Background: an optimization exercise with open tools, aiming at small area. Do not read the settings as production practice. Function was checked by simulation only, so behaviour that the tests miss may differ from the original. Power and IR drop assume default switching activity. The clock port is modelled as an ideal driver; clocking choices that lean on that would not hold on a real chip.

$ cat flow/design.v
package rmsn_pkg;
    localparam int MAX_LEN_DEF = 64;
    localparam int VAL_W       = 16;
    localparam int EPS_W       = 24;
    localparam logic [EPS_W-1:0] EPS_RESET = 24'd168;
    localparam int RING_W      = 37;
endpackage
module rmsn_mem #(
    parameter int DEPTH = rmsn_pkg::MAX_LEN_DEF,
    parameter int W     = 2 * rmsn_pkg::VAL_W
) (
    input  logic         clk,
    input  logic         wr_en,
    input  logic [W-1:0] wr_data,
    output logic [DEPTH-1:0][W-1:0] q
);
    logic [DEPTH-1:0][W-1:0] ring;
    always_ff @(posedge clk)
    begin
        ring[0] <= wr_en ? wr_data : ring[DEPTH-1];
        for (int i = 1; i < DEPTH; i++)
        begin
            ring[i] <= ring[i-1];
        end
    end
    assign q = ring;
endmodule
module rmsn_unit (
    input  logic a,
    input  logic b,
    input  logic ci,
    output logic s,
    output logic co
);
    assign s  = a ^ b ^ ci;
    assign co = (a & b) | (a & ci) | (b & ci);
endmodule
module rms_normalizer_top #(
    parameter int MAX_LEN = rmsn_pkg::MAX_LEN_DEF
) (
    input  logic        clk,
    input  logic        rst_n,
    input  logic        psel,
    input  logic        penable,
    input  logic        pwrite,
    input  logic [2:0]  paddr,
    input  logic [31:0] pwdata,
    output logic [31:0] prdata,
    output logic        pready,
    input  logic        in_valid,
    output logic        in_stall,
    input  logic signed [15:0] element_value,
    input  logic signed [15:0] gain_weight,
    input  logic        end_of_vector,
    output logic        out_valid,
    input  logic        out_stall,
    output logic signed [15:0] normalized_value,
    output logic        final_output,
    output logic        length_overflow
);
    localparam int RW = rmsn_pkg::RING_W;
    localparam int PW = 31;
    typedef enum logic [3:0] {
        S_COL = 4'd0,    
        S_IN  = 4'd1,    
        S_MD  = 4'd2,    
        S_EPS = 4'd3,    
        S_RS  = 4'd4,    
        S_OW  = 4'd5,    
        S_LD  = 4'd6,    
        S_M2  = 4'd7,    
        S_OV  = 4'd8     
    } state_t;
    state_t                     state;
    logic [5:0]                 ph;
    logic [5:0]                 ph_next;
    logic [6:0]                 cnt;
    logic                       ovf;
    logic [6:0]                 k;           
    logic [5:0]                 c;
    logic [5:0]                 u;
    logic                       lastf;
    logic                       xfirst;
    logic [rmsn_pkg::EPS_W-1:0] eps;
    logic                       take;
    logic                       kept;
    logic                       wr_p;
    logic                       pass_end;
    logic                       is_final;
    logic [63:0][PW-1:0]        ring;
    assign pass_end = (c == 6'd36);
    assign ph_next  = ph + 6'd1;
    assign is_final = (k == cnt);
    assign pready = 1'b1;
    assign prdata = paddr[2] ? 32'd0 : {8'd0, eps};
    assign in_stall = !((state == S_COL) && (cnt[6] || (ph == cnt[5:0])));
    assign take     = in_valid && !in_stall;
    assign kept     = take && !cnt[6];
    logic [RW-1:0] xr;       
    logic [RW-1:0] rr;       
    logic [RW-1:0] r2;       
    logic [RW-1:0] qr;       
    assign wr_p = (state == S_IN) && (u == 6'd19) && (c == 6'd0);
    rmsn_mem #(
        .DEPTH (MAX_LEN),
        .W     (PW)
    ) u_mem (
        .clk     (clk),
        .wr_en   (wr_p),
        .wr_data (xr[PW-1:0]),
        .q       (ring)
    );
    logic [PW-1:0] pdiag;
    logic          pd;
    logic          pz;       
    logic          psgn;     
    for (genvar gi = 0; gi < PW; gi++)
    begin : g_diag
        assign pdiag[gi] = ring[gi+1][gi];
    end
    assign pd = pdiag[5'(c - 6'd1)];
    always_ff @(posedge clk)
    begin
        if (state == S_LD)
        begin
            if (c <= 6'd30)
                pz <= ((c == 6'd1) || pz) && !pd;
            if (c == 6'd31)
                psgn <= pd && !pz;
        end
    end
    logic          cx, cr, cr2;
    logic          rd, rd2, r2d1, r2d2, qd1, qd2, qd3, xd1, xd2;
    logic          xsgn;
    logic          bflop, qa, qb, pend, vz;
    logic [2:0]    bw;       
    logic [2:0]    nb;       
    logic [1:0]    pp;       
    logic          pprev;
    logic in_m1a, in_cpy, in_m1b, in_add, in_m1;
    assign in_m1a = (state == S_IN) && (u <= 6'd7);
    assign in_cpy = (state == S_IN) && (u == 6'd8);
    assign in_m1b = (state == S_IN) && (u >= 6'd9) && (u <= 6'd16);
    assign in_add = (state == S_IN) && (u == 6'd17);
    assign in_m1  = in_m1a || in_m1b;
    logic b1_one, b1_two, b1_neg, b2_one, b2_two, b2_neg;
    assign b1_one = bw[1] ^ bw[0];
    assign b1_two = (bw == 3'b100) || (bw == 3'b011);
    assign b1_neg = bw[2];
    assign b2_one = pp[0] ^ pprev;
    assign b2_two = ((pp == 2'b10) && !pprev) || ((pp == 2'b01) && pprev);
    assign b2_neg = pp[1];
    logic mc0, mc1;
    assign mc0 = (c >= 6'd16) ? xsgn : r2[0];
    assign mc1 = (c >= 6'd17) ? xsgn : (r2d1 && (c != 6'd0));
    logic [6:0] tcap;
    assign tcap = 7'(c) + {u, 1'b0};
    logic x_a, x_b, x_ci, x_s, x_co, x_in;
    logic epsbit;
    always_comb
    begin
        epsbit = (c < 6'd24) ? eps[c[4:0]] : 1'b0;
        x_a    = qr[0] && !(in_add && xfirst);
        x_b    = (state == S_EPS) ? epsbit : rr[0];
        x_ci   = (c == 6'd0) ? 1'b0 : cx;
        x_s    = x_a ^ x_b ^ x_ci;
        x_co   = (x_a & x_b) | (x_a & x_ci) | (x_b & x_ci);
        if (state == S_EPS)
            x_in = x_s;
        else if (in_m1a)
            x_in = (c >= 6'd2) && xd2;
        else if (in_cpy)
            x_in = rr[0];
        else
            x_in = xr[0];
    end
    logic r_first, r_a, r_sub, r_d, r_b, r_ci, r_s, r_co, nbit, r_step, r_in;
    always_comb
    begin
        nbit    = (c < 6'd7) ? cnt[c[2:0]] : 1'b0;
        r_step  = ((state == S_MD) && (u >= 6'd1) && (u <= 6'd37)) || ((state == S_RS) && (u <= 6'd60));
        if (in_m1)
        begin
            r_first = (u == 6'd0) || (u == 6'd9);
            r_a     = (c >= 6'd2) && rd2 && !r_first;
            r_sub   = b1_neg;
            r_d     = b1_one ? mc0 : (b1_two && mc1);
        end
        else
        begin
            r_first = (state == S_MD) ? (u == 6'd1) : (u == 6'd0);
            r_a     = (c == 6'd0) ? ((state == S_MD) ? bflop : (u == 6'd0)) : (rd && !r_first);
            r_sub   = r_first || qb;
            r_d     = (state == S_MD) ? nbit : (xr[0] || ((c == 6'd0) && vz));
        end
        r_b     = r_d ^ r_sub;
        r_ci    = (c == 6'd0) ? r_sub : cr;
        r_s     = r_a ^ r_b ^ r_ci;
        r_co    = (r_a & r_b) | (r_a & r_ci) | (r_b & r_ci);
        if (state == S_LD)
            r_in = (c <= 6'd31) ? pd : psgn;
        else if (state == S_M2)
            r_in = (c <= 6'd34) ? rr[2] : ((c == 6'd35) ? rr[1] : rr[0]);
        else
            r_in = r_s;
    end
    logic sq_act, sq_first, pos2e, a2, o2, b2, ci2, s2, co2, q_en, q_in, r2_en, r2_in;
    always_comb
    begin
        sq_act   = (state == S_RS) && u[0];
        sq_first = (u == 6'd1);
        pos2e    = sq_first || pend;
        if (state == S_M2)
        begin
            if (u == 6'd0)
                a2 = psgn ? (c < 6'd29) : (c == 6'd29);
            else if (c <= 6'd34)
                a2 = r2[2];
            else if (c == 6'd35)
                a2 = r2[1];
            else
                a2 = r2[0];
            o2  = b2_one ? qr[0] : (b2_two && qd1 && (c != 6'd0));
            b2  = o2 ^ b2_neg;
            ci2 = (c == 6'd0) ? b2_neg : cr2;
        end
        else
        begin
            if (c == 6'd0)
            begin
                a2 = qb;
                o2 = 1'b1;
            end
            else if (c == 6'd1)
            begin
                a2 = qa;
                o2 = !pos2e;
            end
            else if (c == 6'd2)
            begin
                a2 = r2d2 && !sq_first;
                o2 = pend && !sq_first;
            end
            else
            begin
                a2 = r2d2 && !sq_first;
                o2 = qd3 && !sq_first;
            end
            b2  = o2 ^ pos2e;
            ci2 = (c == 6'd0) ? pos2e : cr2;
        end
        s2    = a2 ^ b2 ^ ci2;
        co2   = (a2 & b2) | (a2 & ci2) | (b2 & ci2);
        r2_in = (state == S_IN) ? r2[0] : s2;
        r2_en = sq_act || (state == S_M2) || (state == S_IN);
        if (state == S_RS)
            q_in = ((c == 6'd0) ? pend : qd1) && !sq_first;
        else if (in_add)
            q_in = x_s;
        else if (state == S_MD)
            q_in = (c == 6'd0) ? qb : qd1;
        else
            q_in = qr[0];
        q_en  = ((state == S_RS) && (u[0] || (u == 6'd62))) || (state == S_M2)
            || in_add || (state == S_MD) || (state == S_EPS);
    end
    always_ff @(posedge clk)
    begin
        xr <= {x_in, xr[RW-1:1]};
        if (kept)
            xr[15:0] <= gain_weight;
        if (r2_en)
            r2 <= {r2_in, r2[RW-1:1]};
        if (kept)
            r2[15:0] <= element_value;
        if (kept)
        begin
            xsgn <= element_value[15];
            bw   <= gain_weight[15:13];
        end
        else if (in_m1a && pass_end)
            bw <= xr[16:14];
        else if ((state == S_IN) && (u >= 6'd8) && (u <= 6'd15) && pass_end)
            bw <= nb;
        if ((state == S_IN) && pass_end)
            nb <= 3'd0;
        else if ((tcap >= 7'd29) && (tcap <= 7'd31))
            nb <= {r2[0], nb[2:1]};
        cx   <= x_co;
        xd1  <= xr[0];
        xd2  <= xd1;
        rr   <= {r_in, rr[RW-1:1]};
        cr   <= r_co;
        rd   <= rr[0];
        rd2  <= rd;
        cr2  <= co2;
        r2d1 <= r2[0];
        r2d2 <= r2d1;
        if (q_en)
            qr <= {q_in, qr[RW-1:1]};
        qd1  <= qr[0];
        qd2  <= qd1;
        qd3  <= qd2;
        if (state == S_EPS)
            vz <= ((c == 6'd0) ? 1'b1 : vz) && !x_s;
        if ((state == S_MD) && pass_end)
            bflop <= qr[0];
        if (state == S_EPS)
            qb <= 1'b0;
        else if (r_step && pass_end)
        begin
            qa <= qb;
            qb <= !r_s;
        end
        if (sq_act && pass_end)
            pend <= !s2;
        if (((state == S_LD) && (c == 6'd37)) || ((state == S_M2) && pass_end))
        begin
            pp    <= rr[2:1];
            pprev <= (state == S_M2) && pp[1];
        end
    end
    logic inrange;
    assign inrange          = (r2[RW-1:15] == '0) || (r2[RW-1:15] == '1);
    assign out_valid        = (state == S_OV);
    assign normalized_value = inrange ? r2[15:0] : (r2[RW-1] ? 16'h8000 : 16'h7fff);
    assign final_output     = is_final;
    assign length_overflow  = ovf;
    always_ff @(posedge clk)
    begin
        if (take || ((state == S_OW) && (ph_next == k[5:0])) || ((state == S_LD) && (c == 6'd37)) || wr_p)
            c <= '0;
        else if (state == S_LD)
            c <= c + 6'd1;
        else
            c <= pass_end ? 6'd0 : c + 6'd1;
        if (take || ((state == S_LD) && (c == 6'd37)) || wr_p
            || (pass_end && (state == S_EPS)))
            u <= '0;
        else if (pass_end)
            u <= u + 6'd1;
        if ((state == S_RS) && pass_end && (u == 6'd62))
            k <= 7'd1;
        else if ((state == S_OV) && !out_stall)
            k <= k + 7'd1;
        if (kept)
        begin
            lastf  <= end_of_vector;
            xfirst <= (cnt == 7'd0);
        end
    end
    always_ff @(posedge clk or negedge rst_n)
    begin
        if (!rst_n)
        begin
            state <= S_COL;
            ph    <= '0;
            cnt   <= '0;
            ovf   <= 1'b0;
            eps   <= rmsn_pkg::EPS_RESET;
        end
        else
        begin
            ph <= ph_next;
            if (psel && penable && pwrite && !paddr[2])
                eps <= pwdata[rmsn_pkg::EPS_W-1:0];
            case (state)
                S_COL:
                begin
                    if (take)
                    begin
                        if (cnt[6])
                        begin
                            ovf <= 1'b1;
                            if (end_of_vector)
                                state <= S_MD;
                        end
                        else
                        begin
                            cnt   <= cnt + 7'd1;
                            state <= S_IN;
                        end
                    end
                end
                S_IN:
                begin
                    if (wr_p)
                        state <= lastf ? S_MD : S_COL;
                end
                S_MD:
                begin
                    if (pass_end && (u == 6'd38))
                        state <= S_EPS;
                end
                S_EPS:
                begin
                    if (pass_end)
                        state <= S_RS;
                end
                S_RS:
                begin
                    if (pass_end && (u == 6'd62))
                        state <= S_OW;
                end
                S_OW:
                begin
                    if (ph_next == k[5:0])
                        state <= S_LD;
                end
                S_LD:
                begin
                    if (c == 6'd37)
                        state <= S_M2;
                end
                S_M2:
                begin
                    if (pass_end && (u == 6'd15))
                        state <= S_OV;
                end
                S_OV:
                begin
                    if (!out_stall)
                    begin
                        if (is_final)
                        begin
                            state <= S_COL;
                            cnt   <= '0;
                            ovf   <= 1'b0;
                        end
                        else
                        begin
                            state <= S_OW;
                        end
                    end
                end
                default:
                begin
                    state <= S_COL;
                end
            endcase
        end
    end
endmodule
$ cat flow/flow/run.sh
#!/bin/bash
# Standard ORFS flow; only the clock tree (no dummy loads) and the port
# buffer cell are chosen here. Tool output goes to flow_make.log.
set -euo pipefail
export CTS_ARGS="-sink_clustering_enable -repair_clock_nets -dont_use_dummy_load -buf_list sky130_fd_sc_hd__clkbuf_16 -sink_clustering_size 35 -sink_clustering_max_diameter 80"
export BUFFER_PORTS_ARGS="-buffer_cell sky130_fd_sc_hd__buf_1"
bash standard.sh > flow_make.log 2>&1
$ cat flow/standard.sh
#!/bin/bash
# synth_recipe.tcl (not shown) runs the flow's synth.tcl, then flattens the netlist and writes it again
# the make line also repeats each setting of config.mk as NAME=value (left out here)
make -C /OpenROAD-flow-scripts/flow DESIGN_CONFIG=/design/flow/config.mk WORK_HOME=/design/flow/orfs CLKGATE_MAP_FILE= SYNTH_SCRIPT=/design/flow/synth_recipe.tcl "${@:-finish}"
$ cat flow/config.mk
export PLATFORM = sky130hd
export DESIGN_NAME = rms_normalizer_top
export DESIGN_NICKNAME = rms_normalizer_top
export VERILOG_FILES = /design/flow/design.v
export SDC_FILE = /design/flow/constraint.sdc
export NUM_CORES = 4
export LEC_CHECK = 0
export CAP_MARGIN = 20
export CORE_MARGIN = 2
export CORE_UTILIZATION = 40
export CTS_BUF_LIST = sky130_fd_sc_hd__clkbuf_16
export CTS_CLUSTER_DIAMETER = 60
export CTS_CLUSTER_SIZE = 35
export SLEW_MARGIN = 20
$ cat flow/constraint.sdc
create_clock -name core_clock -period 10.0 [get_ports {clk}]
set_input_delay 2.0000 -clock core_clock [delete_from_list [all_inputs] [get_ports {clk}]]
set_output_delay 2.0000 -clock core_clock [all_outputs]
set_load 0.01 [all_outputs]
==> results of run 1 <==
[kinds of logic (layout without fill, tap and decap cells)]
kind of cell / Yosys count / after routing / synth area share
XOR/XNOR: 47 / 47 / 0.00855
multiplexers: 123 / 123 / 0.0299
AO/OA/AOI/OAI: 134 / 134 / 0.0165
AND/OR/NAND/NOR: 266 / 266 / 0.0286
adder cells (fa/ha/maj): 24 / 24 / 0.00653
other: 2 / 9 / 0.000148
flip-flops: 2224 / 2224 / 0.902
buffers and inverters: 89 / 222 / 0.00826
[through the flow]
stage | std cells | power (uW) | hold WS (ps) | area (um^2)
after floorplan | 2916 | 9190 | 310 | 50600
after global placement | 4619 | 9230 | 310 | 52900
after detailed placement | 4619 | 9230 | 312 | 52900
after CTS | 4699 | 13000 | 272 | 54900
after global routing | 4699 | 13300 | 270 | 54900
final | 4699 | 12800 | 268 | 54900
[flip-flops by register name, indices dropped and copies added, names as in the netlist, 7 cells and up]
register    flops
u_mem.ring   1984
qr             37
r2             37
rr             37
xr             37
eps            24
cnt             7
k               7
[area by class of cell]
class	count	area share
Sequential cell	2224	0.832
Multi-Input combinational cell	603	0.0840
Tap cell	1650	0.0376
Clock buffer	80	0.0365
Timing Repair Buffer	114	0.00823
Inverter	28	0.00192
[metal layers]
layer  track usage  vias up
met2         0.136      247
met4        0.0369        0
li1              -     9564
met1         0.146     9007
met3        0.0190       96
met5             0        -
[placed cells by master (no fill, tap or decap), drive strengths merged, types with 4 or more instances in the layout]
cell	netlist	routed
a21o	4	4
a21oi	40	40
a2bb2oi	4	4
a31oi	5	5
and2	6	6
and3	6	6
and4	5	5
buf	30	114
clkbuf	31	80
conb	2	9
dfrtp	39	39
dfxtp	2093	2093
edfxtp	89	89
fa	4	4
ha	20	20
inv	28	28
mux2	84	84
mux2i	25	25
mux4	14	14
nand2	44	44
nand2b	8	8
nand3	20	20
nand4	15	15
nor2	73	73
nor2b	33	33
nor3	15	15
nor4	14	14
o21ai	41	41
o31ai	9	9
or2	5	5
or4	5	5
xnor2	31	31
xor2	15	15
[worst register-to-register path: cells and delay by family, from the launching register on]
kind,cells,cell delay [ps]
fa+ha+maj,2,1000
flops,1,880
compound gates,5,870
simple gates,2,780
buf+inv,1,330
xor+xnor,1,160
mux,1,110
[final timing paths]
check,start,to,cells after the start
setup / recovery,r2[36]$_DFFE_PP_,normalized_value[14],6
hold / removal,u_mem.ring[247]$_DFF_P_,u_mem.ring[278]$_DFF_P_,0
setup reg to reg,c[1]$_SDFF_PP0_,rr[36]$_DFF_P_,12
hold reg to reg,u_mem.ring[247]$_DFF_P_,u_mem.ring[278]$_DFF_P_,0
max in group asynchronous,rst_n,eps[19]$_DFFE_PN0P_,1
min in group asynchronous,rst_n,ph[2]$_DFF_PN0_,1
[power by group through the flow]
stage	clock, uW	combinational (uW)	sequential (uW)
6_report	3800	80.2	8950
5_1_grt	4270	88.8	8960
4_1_cts	3960	82.4	8950
3_5_place_dp	0	82.3	9150
3_3_place_gp	0	81.3	9150
2_1_floorplan	0	54.0	9140
==> key figures, run 1 <==
Placement
  – Post-DP HPWL: 36,300 um
  – Routability Congestion: 0.826
  – Port-buffer cells: 108
  – Setup slack at placement: 5060 ps

Floorplanning
  – Initial Util: 0.403
  – Horizontal extent of the die: 360 um
  – Site row count: 130
  – Top-Level Pins: 128
  – Floorplan die area: 129,000 um^2
  – Core area: 126,000 um^2
  – Die H: 360 um

Yosys
  – Unique cell type count in the Yosys netlist: 80
  – Synth Cell Area: 50,600 um^2
  – Number of enable-type register cells in the synthesized netlist: 89
  – Leading post-synthesis cells by cell area: dfxtp_1, edfxtp_1, dfrtp_1
  – Synthesized area per cell: 17.4 um^2
  – Flip-flop and latch count after synthesis: 2,224
  – Warnings from Yosys: 2
  – Cell count after synthesis: 2,909
  – FFs w/ async S/R, synth: 0.0189
  – Share of Yosys cell area claimed by the top area cell type: 0.828
  – Most common cell in the netlist: dfxtp_1
  – Post-synthesis cell type with the largest combined area: dfxtp_1
  – Post-synth top flop: dfxtp_1
  – Share of the yosys chip area belonging to registers: 0.902
  – Synth cell count leaders: dfxtp_1, edfxtp_1, mux2_2, nor2_1, nand2_1

Hold path
  – Hold WC Path Type: reg2reg

Power and ir drop
  – Worst VDD drop: 0.000125 V
  – Flop pwr share: 0.697
  – Share of power burned in the clock network: 0.296
  – Switching part of the total power: 0.188
  – Net Sw Power: 2410 uW
  – Comb pwr share: 0.006
  – Static leakage: 0.0214 uW
  – Power Density: 234 nW/um^2
  – Cell-internal power: 10,400 uW

STA
  – Peak clock frequency supported by timing: 0.191 GHz
  – Final setup margin: 4770 ps
  – Sum Neg Setup Slack: 0 ps
  – RSZ-0062 raised after global routing: false
  – Final min period: 5230 ps
  – Final setup violating endpoints: 0
  – Transition at the pin with the smallest max-transition slack: 1030 ps
  – Clock skew after layout: 70.5 ps
  – Relative slew slack: 0.314
  – Fin. Hold Viols: 0
  – Final critical-path share of the clock period: 0.523
  – Final Max Slew Viols: 0

Clock tree
  – Clock buffer count from CTS: 80
  – Worst-skew pair later-pin latency: 680 ps
  – Number of H-tree levels: 3
  – Clock Sinks: 2,224
  – Number of buffers added for setup after CTS: 0
  – Clock tree buffer depth: 3
  – Number of cells upsized or downsized after cts: 0
  – Clk slew on worst S/H paths: 110 ps
  – Total of hold buffers inserted after clock tree synthesis: 0
  – Clock root buffer: clkbuf_16
  – Clock tree from TritonCTS: done

GRT
  – Via count of the first global-routing pass: 18,600
  – Remaining global-route overflow: 0
  – First-pass GRT wire length: 101,000 um
  – Initial antenna violation count: 3
  – Overall track demand over capacity in global routing: 0.0968
  – Pin count of the biggest net entering global routing: 44

Worst setup path
  – Required arrival time at the worst endpoint: 8000 ps
  – WP data arrival: 3230 ps
  – Slowest stage delay, CP: 870 ps
  – CP Capture Type: output port
  – Critical path buffer and inverter count: 1
  – Largest fanout on the critical path: 16
  – Crit path launch type: register
  – Largest delay share family, worst path: simple AND/OR/NAND/NOR gates
  – R2R Setup Slk: 5750 ps
  – Crit Path Category: reg2out
  – Library cell contributing the largest single delay on the critical path: or4_1
  – CP cell instances: nor4_1 > nand4_1 > or4_1 > and3_4 > nor2_1 > buf_1

Cells and area
  – Antenna diodes: 0
  – Relative area change from synthesis to final layout: 8.39%
  – Nets@finish: 3,150
  – Multi-input gate area in the final layout: 4610 um^2
  – Final core occ: 0.437
  – Footprint of the flip-flops and latches: 45,600 um^2
  – Count of fill cells added during filler insertion: 11,000
  – Share of final-layout standard cells stronger than drive strength 1: 0.0672

Route
  – Average detailed-routed wire length per instance: 13.3 um
  – Highest Signal Layer: met4
  – Detailed Route WL: 62,300 um
  – Remaining routing DRC violations: 0
  – Antenna viol nets, final: 0
  – First-pass iteration count of the detailed router: 5
  – Iteration-0 DRC Markers: 1,138
  – Detailed-routed wire length on met3: 2430 um
  – Routed length on met1: 33,600 um
  – Total number of vias: 18,900
  – Total length of routed met2 wires: 24,700 um
  – Vias per cell: 4.03

Flow run
  – MaxCap Viol Count: 0

Outcome
  – Run status: no timing/DRC/antenna violations
==> inputs of run 2 (changes only) <==
--- a/flow/design.v
+++ b/flow/design.v
@@ -5,3 +5,3 @@
     localparam logic [EPS_W-1:0] EPS_RESET = 24'd168;
-    localparam int RING_W      = 37;
+    localparam int RING_W      = 33;
 endpackage
@@ -90,3 +90,3 @@
     logic [63:0][PW-1:0]        ring;
-    assign pass_end = (c == 6'd36);
+    assign pass_end = (c == 6'd32);
     assign ph_next  = ph + 6'd1;
@@ -102,3 +102,3 @@
     logic [RW-1:0] qr;       
-    assign wr_p = (state == S_IN) && (u == 6'd19) && (c == 6'd0);
+    assign wr_p = (state == S_IN) && (u == 6'd31) && (c == 6'd0);
     rmsn_mem #(
@@ -134,2 +134,3 @@
     logic          xsgn;
+    logic [3:0]    shi;      
     logic          bflop, qa, qb, pend, vz;
@@ -202,3 +203,3 @@
         else if (state == S_M2)
-            r_in = (c <= 6'd34) ? rr[2] : ((c == 6'd35) ? rr[1] : rr[0]);
+            r_in = (c <= 6'd30) ? rr[2] : ((c == 6'd31) ? rr[1] : rr[0]);
         else
@@ -216,5 +217,5 @@
                 a2 = psgn ? (c < 6'd29) : (c == 6'd29);
-            else if (c <= 6'd34)
+            else if (c <= 6'd30)
                 a2 = r2[2];
-            else if (c == 6'd35)
+            else if (c == 6'd31)
                 a2 = r2[1];
@@ -264,3 +265,3 @@
         q_en  = ((state == S_RS) && (u[0] || (u == 6'd62))) || (state == S_M2)
-            || in_add || (state == S_MD) || (state == S_EPS);
+            || in_add || ((state == S_MD) && (u >= 6'd4)) || (state == S_EPS);
     end
@@ -306,3 +307,5 @@
         if ((state == S_MD) && pass_end)
-            bflop <= qr[0];
+            bflop <= (u >= 6'd4) ? qr[0] : shi[2'd3 - u[1:0]];
+        if (in_add && pass_end)
+            shi <= (xfirst ? 4'd0 : shi) + 4'(x_co);
         if (state == S_EPS)
@@ -316,3 +319,3 @@
             pend <= !s2;
-        if (((state == S_LD) && (c == 6'd37)) || ((state == S_M2) && pass_end))
+        if (((state == S_LD) && (c == 6'd33)) || ((state == S_M2) && pass_end))
         begin
@@ -330,3 +333,3 @@
     begin
-        if (take || ((state == S_OW) && (ph_next == k[5:0])) || ((state == S_LD) && (c == 6'd37)) || wr_p)
+        if (take || ((state == S_OW) && (ph_next == k[5:0])) || ((state == S_LD) && (c == 6'd33)) || wr_p)
             c <= '0;
@@ -336,3 +339,3 @@
             c <= pass_end ? 6'd0 : c + 6'd1;
-        if (take || ((state == S_LD) && (c == 6'd37)) || wr_p
+        if (take || ((state == S_LD) && (c == 6'd33)) || wr_p
             || (pass_end && (state == S_EPS)))
@@ -411,3 +414,3 @@
                 begin
-                    if (c == 6'd37)
+                    if (c == 6'd33)
                         state <= S_M2;
==> key figures, run 2 <==
Worst setup path
  – Start of the worst register-to-register path: c[0]$_SDFF_PP0_
  – Largest fanout on the critical path: 16
  – Endpoint of the worst-slack reg-to-reg timing path: shi[2]$_DFFE_PP_
  – Stages on the worst setup path: 7
  – Required arrival time at the worst endpoint: 8000 ps
  – R2R Setup Slk: 6040 ps
  – Crit path launch type: register
  – Worst reg2reg path depth: 9
  – Critical path buffer and inverter count: 1
  – Critical Path Source: r2[20]$_DFFE_PP_
  – Library cell contributing the largest single delay on the critical path: nand4b_1
  – Crit Path Category: reg2out
  – CP Capture Point: normalized_value[0]
  – CP Capture Type: output port
  – Top cell by count, worst path: nor4_1
  – Largest delay share family, worst path: simple AND/OR/NAND/NOR gates
  – WP data arrival: 3140 ps
  – CP cell instances: nor4_1 > nand2_1 > nor4_1 > nand4b_1 > and3_1 > nor2_1 > buf_1
  – Slowest stage delay, CP: 550 ps

Floorplanning
  – Top-Level Pins: 128
  – Site row count: 130
  – Die H: 359 um
  – Initial Util: 0.402
  – Horizontal extent of the die: 359 um
  – Core area: 125,000 um^2
  – Floorplan die area: 129,000 um^2

Placement
  – Port-buffer cells: 108
  – Setup slack at placement: 5370 ps
  – Cell count after placement: 4,622
  – Routability Congestion: 0.830
  – Post-DP HPWL: 36,100 um

Cells and area
  – Largest register FFs: 1,984
  – Relative area change from synthesis to final layout: 8.43%
  – Share of final-layout standard cells stronger than drive strength 1: 0.0728
  – Nets@finish: 3,153
  – Most frequent cells in the layout: dfxtp_1, buf_1, mux2_2, edfxtp_1, clkbuf_16
  – Count of fill cells added during filler insertion: 11,000
  – Top register by number of flip-flops: u_mem.ring
  – Most common cell after layout, fill and taps aside: dfxtp_1
  – Final non-filler cell total: 4,702

Clock tree
  – Total of hold buffers inserted after clock tree synthesis: 0
  – Clock tree from TritonCTS: done
  – Clk slew on worst S/H paths: 120 ps
  – Worst-skew pair later-pin latency: 690 ps
  – Number of buffers added for setup after CTS: 0
  – Number of H-tree levels: 3
  – Clock buffer count from CTS: 79
  – Clock root buffer: clkbuf_16
  – Clock Sinks: 2,212
  – Number of cells upsized or downsized after cts: 0
  – Clock tree buffer depth: 3

Yosys
  – Number of enable-type register cells in the synthesized netlist: 85
  – Synth cell count leaders: dfxtp_1, edfxtp_1, mux2_2, nor2_1, nand2_1
  – Cell count after synthesis: 2,910
  – Post-synthesis cell type with the largest combined area: dfxtp_1
  – Synthesized area per cell: 17.3 um^2
  – Share of the yosys chip area belonging to registers: 0.900
  – Post-synth top flop: dfxtp_1
  – Unique cell type count in the Yosys netlist: 77
  – Synth Cell Area: 50,400 um^2
  – Simple-gate share of the synthesized area: 0.0298
  – Share of Yosys cell area claimed by the top area cell type: 0.828
  – FFs w/ async S/R, synth: 0.0190
  – Fraction of the mapped netlist area in adder cells: 0.00680
  – Warnings from Yosys: 2
  – Most common cell in the netlist: dfxtp_1
  – Flip-flop and latch count after synthesis: 2,212
  – Compound-Gate Fraction of Synth Area: 0.0165
  – Leading post-synthesis cells by cell area: dfxtp_1, edfxtp_1, dfrtp_1
  – Share of cell area taken by muxes after synthesis: 0.0305
  – Post-Synth XOR/XNOR Area: 0.00879
  – Combinational family with the most area after synthesis: multiplexers

STA
  – Relative slew slack: 0.360
  – Fin. Hold Viols: 0
  – Transition at the pin with the smallest max-transition slack: 959 ps
  – Clock skew after layout: 84.2 ps
  – WHS: 265 ps
  – Final min period: 5140 ps
  – Final setup margin: 4860 ps
  – Sum Neg Setup Slack: 0 ps
  – Final setup violating endpoints: 0
  – Final Max Slew Viols: 0
  – Peak clock frequency supported by timing: 0.194 GHz
  – RSZ-0062 raised after global routing: false
  – Final critical-path share of the clock period: 0.514

Route
  – Detailed Route WL: 61,900 um
  – Vias per cell: 4.02
  – Average detailed-routed wire length per instance: 13.2 um
  – Antenna viol nets, final: 0
  – Remaining routing DRC violations: 0
  – Iteration-0 DRC Markers: 1,060
  – Total number of vias: 18,900
  – First-pass iteration count of the detailed router: 5

Outcome
  – Run status: no timing/DRC/antenna violations

Power and ir drop
  – Static leakage: 0.0211 uW
  – Power Density: 233 nW/um^2
  – Worst VDD drop: 0.000131 V

GRT
  – Initial antenna violation count: 5
  – Remaining global-route overflow: 0
  – Via count of the first global-routing pass: 18,200
  – Overall track demand over capacity in global routing: 0.0959
  – First-pass GRT wire length: 99,500 um
  – Pin count of the biggest net entering global routing: 44

Hold path
  – Hold WC Path Type: reg2reg

Flow run
  – MaxCap Viol Count: 0
==> run 2: cell count changes after synthesis, sizes merged, moves of 7 or more <==
cell,delta
xor2,+8
nand3,+10
nand2,+7
dfxtp,-8
==> run 2: logic make-up (layout without fill, tap and decap cells) <==
group,Yosys count,count (layout)
fa+ha+maj,25,25
mux,122,122
buf+inv,86,220
flops,2212,2212
xor+xnor,49,49
simple gates,282,282
other cells,2,10
compound gates,132,132
==> run 2: power by group <==
group	switching [uW]	internal, uW
sequential	17.3	8880
combinational	39.5	45.7
clock	2340	1430
==> run 2: final cells by class <==
type | count | area (um^2) | area share
Antenna cell | 1 | 2.50 | 0.0000458
Clock buffer | 79 | 1980 | 0.0362
Inverter | 22 | 82.6 | 0.00151
Multi-Input combinational cell | 619 | 4700 | 0.0860
Sequential cell | 2212 | 45300 | 0.830
Tap cell | 1650 | 2060 | 0.0378
Timing Repair Buffer | 119 | 489 | 0.00895
==> run 2: stage by stage <==
stage	instance area [um^2]	util	power (uW)
floorplan	50400	-	9140
global placement	52700	0.420	9190
detailed placement	52700	0.420	9190
CTS	54700	0.436	12900
global route	54700	0.436	13200
finish	54700	0.436	12800
==> run 2: how the worst min path moves through the flow <==
stage	slack, ps	depth (start not counted)	end	startpoint
after global routing	260	0	u_mem.ring[1574]$_DFF_P_	u_mem.ring[1543]$_DFF_P_
final	260	0	u_mem.ring[1574]$_DFF_P_	u_mem.ring[1543]$_DFF_P_
after CTS	270	0	u_mem.ring[1574]$_DFF_P_	u_mem.ring[1543]$_DFF_P_
after detailed placement	310	0	u_mem.ring[1080]$_DFF_P_	u_mem.ring[1049]$_DFF_P_
after floorplan	310	0	qd3$_DFF_P_	qd2$_DFF_P_
after global placement	310	0	u_mem.ring[1943]$_DFF_P_	u_mem.ring[1912]$_DFF_P_
==> run 2: routing by layer <==
metal | vias up | global-route usage | routed length, um
li1 | 9562 | - | -
met1 | 9003 | 0.147 | 33700
met2 | 243 | 0.133 | 24100
met3 | 111 | 0.0217 | 2590
met4 | 0 | 0.0313 | 1500
met5 | - | 0 | 0
==> inputs of run 3 (changes only) <==
==> flow/flow/run.sh (replaced) <==
#!/bin/bash
# Standard ORFS flow; only the clock tree (no dummy loads) and the port
# buffer cell are chosen here. Tool output goes to flow_make.log.
set -euo pipefail
export CTS_ARGS="-sink_clustering_enable -repair_clock_nets -dont_use_dummy_load -buf_list sky130_fd_sc_hd__clkbuf_16 -sink_clustering_size 32 -sink_clustering_max_diameter 80"
export BUFFER_PORTS_ARGS="-buffer_cell sky130_fd_sc_hd__buf_1"
bash standard.sh > flow_make.log 2>&1
==> key figures, run 3 <==
Yosys
  – FFs w/ async S/R, synth: 0.0190
  – Synthesized area per cell: 17.3 um^2
  – Most common cell in the netlist: dfxtp_1
  – Warnings from Yosys: 2
  – Synth cell count leaders: dfxtp_1, edfxtp_1, mux2_2, nor2_1, nand2_1
  – Number of enable-type register cells in the synthesized netlist: 85
  – Synth Cell Area: 50,400 um^2
  – Leading post-synthesis cells by cell area: dfxtp_1, edfxtp_1, dfrtp_1
  – Flip-flop and latch count after synthesis: 2,212
  – Share of the yosys chip area belonging to registers: 0.900
  – Post-synthesis cell type with the largest combined area: dfxtp_1
  – Unique cell type count in the Yosys netlist: 77
  – Cell count after synthesis: 2,910
  – Post-synth top flop: dfxtp_1
  – Share of Yosys cell area claimed by the top area cell type: 0.828

Cells and area
  – Most common cell after layout, fill and taps aside: dfxtp_1
  – Nets@finish: 3,157
  – Footprint of the flip-flops and latches: 45,300 um^2
  – Top register by number of flip-flops: u_mem.ring
  – Largest register FFs: 1,984
  – Final core occ: 0.437
  – Share of final-layout standard cells stronger than drive strength 1: 0.0740
  – Multi-input gate area in the final layout: 4700 um^2
  – Final design instance area without fill: 54,800 um^2
  – Count of fill cells added during filler insertion: 11,000
  – Relative area change from synthesis to final layout: 8.63%
  – Most frequent cells in the layout: dfxtp_1, buf_1, mux2_2, edfxtp_1, clkbuf_16

GRT
  – Remaining global-route overflow: 0
  – Via count of the first global-routing pass: 18,200
  – First-pass GRT wire length: 100,000 um
  – Initial antenna violation count: 4
  – Overall track demand over capacity in global routing: 0.0962
  – Pin count of the biggest net entering global routing: 44

Clock tree
  – Clk slew on worst S/H paths: 110 ps
  – Number of H-tree levels: 3
  – Clock Sinks: 2,212
  – Number of cells upsized or downsized after cts: 0
  – Clock buffer count from CTS: 83
  – Clock tree from TritonCTS: done
  – Clock root buffer: clkbuf_16
  – Clock tree buffer depth: 3
  – Number of buffers added for setup after CTS: 0
  – Total of hold buffers inserted after clock tree synthesis: 0
  – Worst-skew pair later-pin latency: 680 ps

STA
  – Clock skew after layout: 78.3 ps
  – RSZ-0062 raised after global routing: false
  – Final min period: 5150 ps
  – Sum Neg Setup Slack: 0 ps
  – Relative slew slack: 0.377
  – Peak clock frequency supported by timing: 0.194 GHz
  – Final critical-path share of the clock period: 0.515
  – Transition at the pin with the smallest max-transition slack: 933 ps
  – Final Max Slew Viols: 0
  – Final setup violating endpoints: 0
  – Fin. Hold Viols: 0

Route
  – Vias per cell: 4.01
  – Total number of vias: 18,900
  – Antenna viol nets, final: 0
  – First-pass iteration count of the detailed router: 5
  – Average detailed-routed wire length per instance: 13.2 um
  – Iteration-0 DRC Markers: 1,038
  – Detailed Route WL: 62,000 um
  – Remaining routing DRC violations: 0

Hold path
  – Worst Hold Endpoint: u_mem.ring[1175]$_DFF_P_
  – Hold WC Path Type: reg2reg
  – Hold path startpoint: u_mem.ring[1144]$_DFF_P_
  – Cells on Worst Hold Path: 0

Worst setup path
  – Required arrival time at the worst endpoint: 8000 ps
  – R2R Setup Slk: 6100 ps
  – Largest delay share family, worst path: simple AND/OR/NAND/NOR gates
  – Critical path buffer and inverter count: 1
  – Crit Path Category: reg2out
  – Start of the worst register-to-register path: c[0]$_SDFF_PP0_
  – WP data arrival: 3150 ps
  – Slowest stage delay, CP: 550 ps
  – CP Capture Type: output port
  – Library cell contributing the largest single delay on the critical path: nand4b_1
  – Top cell by count, worst path: nor4_1
  – Endpoint of the worst-slack reg-to-reg timing path: shi[2]$_DFFE_PP_
  – Worst reg2reg path depth: 9
  – Crit path launch type: register
  – CP cell instances: nor4_1 > nand2_1 > nor4_1 > nand4b_1 > and3_1 > nor2_1 > buf_1
  – Largest fanout on the critical path: 16

Outcome
  – Run status: no timing/DRC/antenna violations

Placement
  – Port-buffer cells: 108
  – Area of placed instances: 52,700 um^2
  – Routability Congestion: 0.830
  – Post-DP HPWL: 36,100 um

Power and ir drop
  – Power Density: 234 nW/um^2
  – Comb pwr share: 0.007
  – Switching part of the total power: 0.187
  – Share of power burned in the clock network: 0.300
  – Static leakage: 0.0211 uW
  – Worst VDD drop: 0.000121 V
  – Flop pwr share: 0.693
  – Net Sw Power: 2410 uW
  – Cell-internal power: 10,400 uW

Flow run
  – MaxCap Viol Count: 0

Floorplanning
  – Floorplan die area: 129,000 um^2
  – Core area: 125,000 um^2
  – Horizontal extent of the die: 359 um
  – Site row count: 130
  – Die H: 359 um
  – Initial Util: 0.402
  – Top-Level Pins: 128
## run 3: worst max path at each step
| stage | start | to | slack [ps] | depth (start not counted) |
|---|---|---|---|---|
| 4_1_cts | r2[20]$_DFFE_PP_ | normalized_value[0] | 4780 | 7 |
| 3_3_place_gp | paddr[2] | prdata[2] | 5390 | 4 |
| 6_report | r2[24]$_DFFE_PP_ | normalized_value[0] | 4850 | 7 |
| 2_1_floorplan | paddr[2] | prdata[10] | 5620 | 2 |
| 3_5_place_dp | paddr[2] | prdata[4] | 5370 | 4 |
| 5_1_grt | r2[24]$_DFFE_PP_ | normalized_value[0] | 4570 | 7 |
## run 3: kinds of logic (layout without fill, tap and decap cells)
logic type	count (synthesis)	count (layout)	synth area share
other cells	2	10	0.000149
buf+inv	86	224	0.00802
mux	122	122	0.0305
simple gates	282	282	0.0298
xor+xnor	49	49	0.00879
flops	2212	2212	0.900
compound gates	132	132	0.0165
fa+ha+maj	25	25	0.00680
## run 3: layout make-up
class                      instances  share of cell area
sequential                      2212               0.828
clock buffer                      83              0.0379
tap                             1650              0.0377
inverter                          22             0.00151
timing repair buffer             119             0.00893
multi-input combinational        619              0.0858
antenna                            1           0.0000457
## run 3: through the flow
step | total power [uW] | std cells | hold slack [ps] | worst slack (ps)
detailed placement | 9190 | 4622 | 312 | 5370
global placement | 9190 | 4622 | 310 | 5390
finish | 12800 | 4706 | 266 | 4850
global route | 13300 | 4705 | 250 | 4570
floorplan | 9140 | 2917 | 310 | 5620
CTS | 13000 | 4705 | 249 | 4780
## run 3: layer usage
metal | routed length, um | part of all wire | global-route usage
met1 | 33900 | 0.55 | 0.148
met5 | 0 | 0 | 0
met4 | 1530 | 0.025 | 0.0319
met2 | 24200 | 0.39 | 0.133
met3 | 2360 | 0.038 | 0.0212
## run 3: power by group through the flow
| stage | combinational, uW | sequential (uW) | clock [uW] |
|---|---|---|---|
| finish | 85.0 | 8890 | 3850 |
| global route | 94.8 | 8900 | 4330 |
| CTS | 88.0 | 8900 | 4020 |
| detailed placement | 87.5 | 9100 | 0 |
| global placement | 87.1 | 9100 | 0 |
| floorplan | 55.3 | 9090 | 0 |

==> separate check: timing with driven ports <==
The flow's constraints put no driver on any port. The routed layouts listed below were extracted and timed again, unchanged, in two steps.
Step 1, drivers: a clkbuf_16 drives clk and a buf_2 each remaining input, both assumed.
Step 2, shift: input delay + t, output delay - t, t = (earliest + latest rising clock arrival at the registers) / 2. This alone moves slack from input paths to output paths.
Slacks: ideal / step 1 / step 2; pairs: ideal / step 1.
run	t, ns	setup WS [ns]	slew at the worst register clock pin (ns)	worst slew at a driven data input, ns	pins driven straight from the clock port
run 1	0.719	4.769 / 4.700 / 5.010	0.12 / 0.12	0.06	1
run 2	0.712	4.855 / 4.789 / 5.346	0.13 / 0.13	0.11	1
run 3	0.709	4.849 / 4.782 / 5.342	0.11 / 0.11	0.11	1
After both steps every run listed still meets setup and hold.
